From an optimization exercise on the open Yosys and OpenROAD flow, aimed at small area, a short achievable clock period and few clock cycles per item; shortcuts taken in it are not production practice.
Where RTL was checked, it was by simulation tests only, not by an equivalence proof against the original.

==> run E <==
Design rgb_to_hsv_converter, start of the top module:
module rgb_to_hsv_converter (
  input  wire logic        clk_i,
  input  wire logic        rst_ni,
  input  wire logic        in_valid_i,
  output logic             in_stall_o,
  input  wire logic [23:0] in_word_i,
  output logic             out_valid_o,
  input  wire logic        out_stall_i,
  output logic [30:0]      out_word_o
);
  logic adv;
  logic [7:0] x1_r;
  logic [7:0] x1_g;
  logic [7:0] x1_b;
  logic x1_ge_rg;
  logic x1_ge_rb;
  logic x1_ge_gb;
  assign x1_r = in_word_i[23:16];
  assign x1_g = in_word_i[15:8];
  assign x1_b = in_word_i[7:0];
  assign x1_ge_rg = (x1_r >= x1_g);
  assign x1_ge_rb = (x1_r >= x1_b);
  assign x1_ge_gb = (x1_g >= x1_b);
  logic x1_isr;
  logic x1_isg;
  logic [2:0] x1_k;
  logic [7:0] x1_M;
  logic [7:0] x1_mid;
  logic [7:0] x1_mn;
  assign x1_isr = x1_ge_rg & x1_ge_rb;
  assign x1_isg = ~x1_isr & x1_ge_gb;
  always_comb begin
    if (x1_isr) begin x1_M = x1_r; x1_mid = x1_ge_gb ? x1_g : x1_b; x1_k = x1_ge_gb ? 3'd0 : 3'd5; end
    else if (x1_isg) begin x1_M = x1_g; x1_mid = x1_ge_rb ? x1_r : x1_b; x1_k = x1_ge_rb ? 3'd1 : 3'd2; end
    else begin x1_M = x1_b; x1_mid = x1_ge_rg ? x1_r : x1_g; x1_k = x1_ge_rg ? 3'd4 : 3'd3; end
  ...
export LEC_CHECK = 0
export ABC_AREA = 1
export CAP_MARGIN = 20
export CORE_MARGIN = 2
export CORE_UTILIZATION = 60
export CTS_CLUSTER_DIAMETER = 100
export CTS_CLUSTER_SIZE = 30
export SETUP_SLACK_MARGIN = 4.0
export SLEW_MARGIN = 20
create_clock -name core_clock -period 7.5 [get_ports {clk_i}]
run.sh (not shown) runs the stock make flow with config.mk's settings and CLKGATE_MAP_FILE= SYNTH_SCRIPT=/design/flow/synth_recipe.tcl, a recipe that flattens the netlist after the stock synthesis.
==> inputs of run M, as changes to run E <==
==> flow/design.v (replaced) <==
`default_nettype none
module rgb_to_hsv_converter (
  input  wire logic        clk_i,
  input  wire logic        rst_ni,
  input  wire logic        in_valid_i,
  output logic             in_stall_o,
  input  wire logic [23:0] in_word_i,
  output logic             out_valid_o,
  input  wire logic        out_stall_i,
  output logic [30:0]      out_word_o
);
  logic adv;
  logic [7:0] x1_r;
  logic [7:0] x1_g;
  logic [7:0] x1_b;
  logic x1_ge_rg;
  logic x1_ge_rb;
  logic x1_ge_gb;
  assign x1_r = in_word_i[23:16];
  assign x1_g = in_word_i[15:8];
  assign x1_b = in_word_i[7:0];
  assign x1_ge_rg = (x1_r >= x1_g);
  assign x1_ge_rb = (x1_r >= x1_b);
  assign x1_ge_gb = (x1_g >= x1_b);
  logic x1_isr;
  logic x1_isg;
  logic [2:0] x1_k;
  logic [7:0] x1_M;
  logic [7:0] x1_mid;
  logic [7:0] x1_mn;
  assign x1_isr = x1_ge_rg & x1_ge_rb;
  assign x1_isg = ~x1_isr & x1_ge_gb;
  always_comb begin
    if (x1_isr) begin x1_M = x1_r; x1_mid = x1_ge_gb ? x1_g : x1_b; x1_k = x1_ge_gb ? 3'd0 : 3'd5; end
    else if (x1_isg) begin x1_M = x1_g; x1_mid = x1_ge_rb ? x1_r : x1_b; x1_k = x1_ge_rb ? 3'd1 : 3'd2; end
    else begin x1_M = x1_b; x1_mid = x1_ge_rg ? x1_r : x1_g; x1_k = x1_ge_rg ? 3'd4 : 3'd3; end
    if (x1_ge_rg) x1_mn = x1_ge_gb ? x1_b : x1_g;
    else x1_mn = x1_ge_rb ? x1_b : x1_r;
  end
  logic [2:0] q1_k;
  logic [7:0] q1_M;
  logic [7:0] q1_mid;
  logic [7:0] q1_mn;
  logic q1_v;
  logic [7:0] x2_mag;
  logic [7:0] x2_D;
  logic [11:0] x2_x;
  assign x2_D = q1_M - q1_mn;
  assign x2_mag = q1_k[0] ? q1_M - q1_mid : q1_mid - q1_mn;
  assign x2_x = {x2_mag, 4'd0} - {4'd0, x2_mag};
  logic [7:0] x2_hr;
  logic [3:0] x2_hn;
  assign x2_hr = x2_x[11:4];
  assign x2_hn = x2_x[3:0];
  logic [7:0] x2_nd;
  assign x2_nd = q1_mn - q1_M;
  logic [2:0] q2_k;
  logic [7:0] q2_M;
  logic [7:0] q2_D;
  logic [7:0] q2_hr;
  logic [3:0] q2_hn;
  logic [7:0] q2_nd;
  logic q2_v;
  logic [8:0] x3_ht;
  logic [8:0] x3_hd;
  logic [7:0] x3_hr;
  assign x3_ht = {q2_hr, q2_hn[3]};
  assign x3_hd = {~(x3_ht >= {1'b0, q2_D}), x3_ht[7:0] - q2_D};
  assign x3_hr = x3_hd[8] ? x3_ht[7:0] : x3_hd[7:0];
  logic x3_hq;
  assign x3_hq = ~x3_hd[8];
  logic [8:0] x4_ht;
  logic [8:0] x4_hd;
  logic [7:0] x4_hr;
  assign x4_ht = {x3_hr, q2_hn[2]};
  assign x4_hd = {~(x4_ht >= {1'b0, q2_D}), x4_ht[7:0] - q2_D};
  assign x4_hr = x4_hd[8] ? x4_ht[7:0] : x4_hd[7:0];
  logic [1:0] x4_hq;
  assign x4_hq = {x3_hq, ~x4_hd[8]};
  logic [2:0] q3_k;
  logic [7:0] q3_M;
  logic [7:0] q3_D;
  logic [7:0] q3_hr;
  logic [3:0] q3_hn;
  logic [7:0] q3_nd;
  logic [1:0] q3_hq;
  logic q3_v;
  logic [8:0] x5_ht;
  logic [8:0] x5_hd;
  logic [7:0] x5_hr;
  assign x5_ht = {q3_hr, q3_hn[1]};
  assign x5_hd = {~(x5_ht >= {1'b0, q3_D}), x5_ht[7:0] - q3_D};
  assign x5_hr = x5_hd[8] ? x5_ht[7:0] : x5_hd[7:0];
  logic [2:0] x5_hq;
  assign x5_hq = {q3_hq, ~x5_hd[8]};
  logic [8:0] x6_ht;
  logic [8:0] x6_hd;
  logic [7:0] x6_hr;
  assign x6_ht = {x5_hr, q3_hn[0]};
  assign x6_hd = {~(x6_ht >= {1'b0, q3_D}), x6_ht[7:0] - q3_D};
  assign x6_hr = x6_hd[8] ? x6_ht[7:0] : x6_hd[7:0];
  logic [3:0] x6_hq;
  assign x6_hq = {x5_hq, ~x6_hd[8]};
  logic [2:0] q4_k;
  logic [7:0] q4_M;
  logic [7:0] q4_D;
  logic [7:0] q4_hr;
  logic [7:0] q4_nd;
  logic [3:0] q4_hq;
  logic q4_v;
  logic [8:0] x7_ht;
  logic [8:0] x7_hd;
  logic [7:0] x7_hr;
  assign x7_ht = {q4_hr, (q4_k[0] & ~q4_nd[7])};
  assign x7_hd = {~(x7_ht >= {1'b0, q4_D}), x7_ht[7:0] - q4_D};
  assign x7_hr = x7_hd[8] ? x7_ht[7:0] : x7_hd[7:0];
  logic [4:0] x7_hq;
  assign x7_hq = {q4_hq, ~x7_hd[8]};
  logic [8:0] x7_st;
  logic [8:0] x7_sd;
  logic [7:0] x7_sr;
  assign x7_st = {~q4_nd, q4_nd[7]};
  assign x7_sd = {~(x7_st >= {1'b0, q4_M}), x7_st[7:0] - q4_M};
  assign x7_sr = x7_sd[8] ? x7_st[7:0] : x7_sd[7:0];
  logic x7_sq;
  assign x7_sq = ~x7_sd[8];
  logic [8:0] x8_ht;
  logic [8:0] x8_hd;
  logic [7:0] x8_hr;
  assign x8_ht = {x7_hr, (q4_k[0] & ~q4_nd[6])};
  assign x8_hd = {~(x8_ht >= {1'b0, q4_D}), x8_ht[7:0] - q4_D};
  assign x8_hr = x8_hd[8] ? x8_ht[7:0] : x8_hd[7:0];
  logic [5:0] x8_hq;
  assign x8_hq = {x7_hq, ~x8_hd[8]};
  logic [8:0] x8_st;
  logic [8:0] x8_sd;
  logic [7:0] x8_sr;
  assign x8_st = {x7_sr, q4_nd[6]};
  assign x8_sd = {~(x8_st >= {1'b0, q4_M}), x8_st[7:0] - q4_M};
  assign x8_sr = x8_sd[8] ? x8_st[7:0] : x8_sd[7:0];
  logic [1:0] x8_sq;
  assign x8_sq = {x7_sq, ~x8_sd[8]};
  logic [2:0] q5_k;
  logic [7:0] q5_M;
  logic [7:0] q5_D;
  logic [7:0] q5_hr;
  logic [7:0] q5_nd;
  logic [5:0] q5_hq;
  logic [7:0] q5_sr;
  logic [1:0] q5_sq;
  logic q5_v;
  logic [8:0] x9_ht;
  logic [8:0] x9_hd;
  logic [7:0] x9_hr;
  assign x9_ht = {q5_hr, (q5_k[0] & ~q5_nd[5])};
  assign x9_hd = {~(x9_ht >= {1'b0, q5_D}), x9_ht[7:0] - q5_D};
  assign x9_hr = x9_hd[8] ? x9_ht[7:0] : x9_hd[7:0];
  logic [6:0] x9_hq;
  assign x9_hq = {q5_hq, ~x9_hd[8]};
  logic [8:0] x9_st;
  logic [8:0] x9_sd;
  logic [7:0] x9_sr;
  assign x9_st = {q5_sr, q5_nd[5]};
  assign x9_sd = {~(x9_st >= {1'b0, q5_M}), x9_st[7:0] - q5_M};
  assign x9_sr = x9_sd[8] ? x9_st[7:0] : x9_sd[7:0];
  logic [2:0] x9_sq;
  assign x9_sq = {q5_sq, ~x9_sd[8]};
  logic [8:0] x10_ht;
  logic [8:0] x10_hd;
  logic [7:0] x10_hr;
  assign x10_ht = {x9_hr, (q5_k[0] & ~q5_nd[4])};
  assign x10_hd = {~(x10_ht >= {1'b0, q5_D}), x10_ht[7:0] - q5_D};
  assign x10_hr = x10_hd[8] ? x10_ht[7:0] : x10_hd[7:0];
  logic [7:0] x10_hq;
  assign x10_hq = {x9_hq, ~x10_hd[8]};
  logic [8:0] x10_st;
  logic [8:0] x10_sd;
  logic [7:0] x10_sr;
  assign x10_st = {x9_sr, q5_nd[4]};
  assign x10_sd = {~(x10_st >= {1'b0, q5_M}), x10_st[7:0] - q5_M};
  assign x10_sr = x10_sd[8] ? x10_st[7:0] : x10_sd[7:0];
  logic [3:0] x10_sq;
  assign x10_sq = {x9_sq, ~x10_sd[8]};
  logic [2:0] q6_k;
  logic [7:0] q6_M;
  logic [7:0] q6_D;
  logic [7:0] q6_hr;
  logic [7:0] q6_nd;
  logic [7:0] q6_hq;
  logic [7:0] q6_sr;
  logic [3:0] q6_sq;
  logic q6_v;
  logic [8:0] x11_ht;
  logic [8:0] x11_hd;
  logic [7:0] x11_hr;
  assign x11_ht = {q6_hr, (q6_k[0] & ~q6_nd[3])};
  assign x11_hd = {~(x11_ht >= {1'b0, q6_D}), x11_ht[7:0] - q6_D};
  assign x11_hr = x11_hd[8] ? x11_ht[7:0] : x11_hd[7:0];
  logic [8:0] x11_hq;
  assign x11_hq = {q6_hq, ~x11_hd[8]};
  logic [8:0] x11_st;
  logic [8:0] x11_sd;
  logic [7:0] x11_sr;
  assign x11_st = {q6_sr, q6_nd[3]};
  assign x11_sd = {~(x11_st >= {1'b0, q6_M}), x11_st[7:0] - q6_M};
  assign x11_sr = x11_sd[8] ? x11_st[7:0] : x11_sd[7:0];
  logic [4:0] x11_sq;
  assign x11_sq = {q6_sq, ~x11_sd[8]};
  logic [8:0] x12_ht;
  logic [8:0] x12_hd;
  logic [7:0] x12_hr;
  assign x12_ht = {x11_hr, (q6_k[0] & ~q6_nd[2])};
  assign x12_hd = {~(x12_ht >= {1'b0, q6_D}), x12_ht[7:0] - q6_D};
  assign x12_hr = x12_hd[8] ? x12_ht[7:0] : x12_hd[7:0];
  logic [9:0] x12_hq;
  assign x12_hq = {x11_hq, ~x12_hd[8]};
  logic [8:0] x12_st;
  logic [8:0] x12_sd;
  logic [7:0] x12_sr;
  assign x12_st = {x11_sr, q6_nd[2]};
  assign x12_sd = {~(x12_st >= {1'b0, q6_M}), x12_st[7:0] - q6_M};
  assign x12_sr = x12_sd[8] ? x12_st[7:0] : x12_sd[7:0];
  logic [5:0] x12_sq;
  assign x12_sq = {x11_sq, ~x12_sd[8]};
  logic [2:0] q7_k;
  logic [7:0] q7_M;
  logic [7:0] q7_D;
  logic [7:0] q7_hr;
  logic [7:0] q7_nd;
  logic [9:0] q7_hq;
  logic [7:0] q7_sr;
  logic [5:0] q7_sq;
  logic q7_v;
  logic [8:0] x13_ht;
  logic [8:0] x13_hd;
  logic [7:0] x13_hr;
  assign x13_ht = {q7_hr, (q7_k[0] & ~q7_nd[1])};
  assign x13_hd = {~(x13_ht >= {1'b0, q7_D}), x13_ht[7:0] - q7_D};
  assign x13_hr = x13_hd[8] ? x13_ht[7:0] : x13_hd[7:0];
  logic [10:0] x13_hq;
  assign x13_hq = {q7_hq, ~x13_hd[8]};
  logic [8:0] x13_st;
  logic [8:0] x13_sd;
  logic [7:0] x13_sr;
  assign x13_st = {q7_sr, q7_nd[1]};
  assign x13_sd = {~(x13_st >= {1'b0, q7_M}), x13_st[7:0] - q7_M};
  assign x13_sr = x13_sd[8] ? x13_st[7:0] : x13_sd[7:0];
  logic [6:0] x13_sq;
  assign x13_sq = {q7_sq, ~x13_sd[8]};
  logic [8:0] x14_ht;
  logic [8:0] x14_hd;
  logic [7:0] x14_hr;
  assign x14_ht = {x13_hr, (q7_k[0] & ~q7_nd[0])};
  assign x14_hd = {~(x14_ht >= {1'b0, q7_D}), x14_ht[7:0] - q7_D};
  assign x14_hr = x14_hd[8] ? x14_ht[7:0] : x14_hd[7:0];
  logic [11:0] x14_hq;
  assign x14_hq = {x13_hq, ~x14_hd[8]};
  logic [8:0] x14_st;
  logic [8:0] x14_sd;
  logic [7:0] x14_sr;
  assign x14_st = {x13_sr, q7_nd[0]};
  assign x14_sd = {~(x14_st >= {1'b0, q7_M}), x14_st[7:0] - q7_M};
  assign x14_sr = x14_sd[8] ? x14_st[7:0] : x14_sd[7:0];
  logic [7:0] x14_sq;
  assign x14_sq = {x13_sq, ~x14_sd[8]};
  logic x14_grey;
  assign x14_grey = (q7_D == 8'd0);
  logic [6:0] x14_hh;
  assign x14_hh = {q7_k, 4'd0} - {4'd0, q7_k} + {3'd0, x14_hq[11:8]};
  logic [7:0] q8_M;
  logic [7:0] q8_sq;
  logic q8_grey;
  logic [6:0] q8_hh;
  logic [7:0] q8_hq8;
  logic q8_v;
  logic [30:0] x15_word;
  assign x15_word = q8_grey ? {23'd0, q8_M} : {q8_hh, q8_hq8, q8_sq, q8_M};
  assign adv        = ~(out_valid_o & out_stall_i);
  assign in_stall_o = ~adv;
  always_ff @(posedge clk_i or negedge rst_ni) begin
    if (!rst_ni) begin
      q1_v <= 1'b0;
      q2_v <= 1'b0;
      q3_v <= 1'b0;
      q4_v <= 1'b0;
      q5_v <= 1'b0;
      q6_v <= 1'b0;
      q7_v <= 1'b0;
      q8_v <= 1'b0;
    end else if (adv) begin
      q1_v <= in_valid_i;
      q2_v <= q1_v;
      q3_v <= q2_v;
      q4_v <= q3_v;
      q5_v <= q4_v;
      q6_v <= q5_v;
      q7_v <= q6_v;
      q8_v <= q7_v;
    end
  end
  always_ff @(posedge clk_i) begin
    if (adv) begin
      q1_k <= x1_k;
      q1_M <= x1_M;
      q1_mid <= x1_mid;
      q1_mn <= x1_mn;
      q2_k <= q1_k;
      q2_M <= q1_M;
      q2_D <= x2_D;
      q2_hr <= x2_hr;
      q2_hn <= x2_hn;
      q2_nd <= x2_nd;
      q3_k <= q2_k;
      q3_M <= q2_M;
      q3_D <= q2_D;
      q3_hr <= x4_hr;
      q3_hn <= q2_hn;
      q3_nd <= q2_nd;
      q3_hq <= x4_hq;
      q4_k <= q3_k;
      q4_M <= q3_M;
      q4_D <= q3_D;
      q4_hr <= x6_hr;
      q4_nd <= q3_nd;
      q4_hq <= x6_hq;
      q5_k <= q4_k;
      q5_M <= q4_M;
      q5_D <= q4_D;
      q5_hr <= x8_hr;
      q5_nd <= q4_nd;
      q5_hq <= x8_hq;
      q5_sr <= x8_sr;
      q5_sq <= x8_sq;
      q6_k <= q5_k;
      q6_M <= q5_M;
      q6_D <= q5_D;
      q6_hr <= x10_hr;
      q6_nd <= q5_nd;
      q6_hq <= x10_hq;
      q6_sr <= x10_sr;
      q6_sq <= x10_sq;
      q7_k <= q6_k;
      q7_M <= q6_M;
      q7_D <= q6_D;
      q7_hr <= x12_hr;
      q7_nd <= q6_nd;
      q7_hq <= x12_hq;
      q7_sr <= x12_sr;
      q7_sq <= x12_sq;
      q8_M <= q7_M;
      q8_sq <= x14_sq;
      q8_grey <= x14_grey;
      q8_hh <= x14_hh;
      q8_hq8 <= x14_hq[7:0];
    end
  end
  assign out_valid_o = q8_v;
  assign out_word_o  = x15_word;
endmodule
`default_nettype wire
==> flow/config.mk (replaced) <==
export PLATFORM = sky130hd
export DESIGN_NAME = rgb_to_hsv_converter
export DESIGN_NICKNAME = rgb_to_hsv_converter
export VERILOG_FILES = /design/flow/design.v
export SDC_FILE = /design/flow/constraint.sdc
export NUM_CORES = 4
export LEC_CHECK = 0
export ABC_AREA = 1
export CAP_MARGIN = 20
export CORE_MARGIN = 2
export CORE_UTILIZATION = 75
export SETUP_SLACK_MARGIN = 4.0
export SLEW_MARGIN = 20
==> run summary <==
- Of run E and run M, run E has the higher worst hold slack (gap 0.0013 ns).
- Against run E, the setup slack of run M is worse by 0.28 ns.
- Between run E and run M, the lower final area is in run E (gap 1.2%, measured against run M).
- Between run M and run E, the lower via count is in run E (gap 18%, measured against run E).
Testbench counts of run M, summed over its fixed seeds: cycles 24,064, pixels 24,000.
No functional check of the RTL was part of run E.

## port drivers added, routing unchanged
The flow's constraints put no driver on any port. The routed layouts listed below were extracted and timed again, unchanged, in two steps. Step 1 (the two cells are an assumption about what drives the block):
set clk [get_ports {clk_i}]
set_driving_cell -lib_cell sky130_fd_sc_hd__clkbuf_16 $clk
set_driving_cell -lib_cell sky130_fd_sc_hd__buf_2 [delete_from_list [all_inputs] $clk]
Step 2 times the ports against the registers' clock, not the clock port: input delays grow and output delays shrink by t, the midpoint of the rising clock arrivals with the driver on. Three values: ideal ports, drivers, drivers and shift; two values: the first two.
run | t (ns) | slack for setup (ns) | worst setup path after step 2 | latest minus earliest clock arrival (ns)
run E | 0.570 | 4.065 / 4.055 / 3.531 | input to register | 0.022 / 0.023
run M | 0.568 | 3.784 / 3.784 / 3.488 | input to register | 0.017 / 0.018
After both steps every run listed still meets setup and hold. The setup slack of run E, which loses most, moves by -0.010 ns with the drivers and by -0.534 ns with both steps.
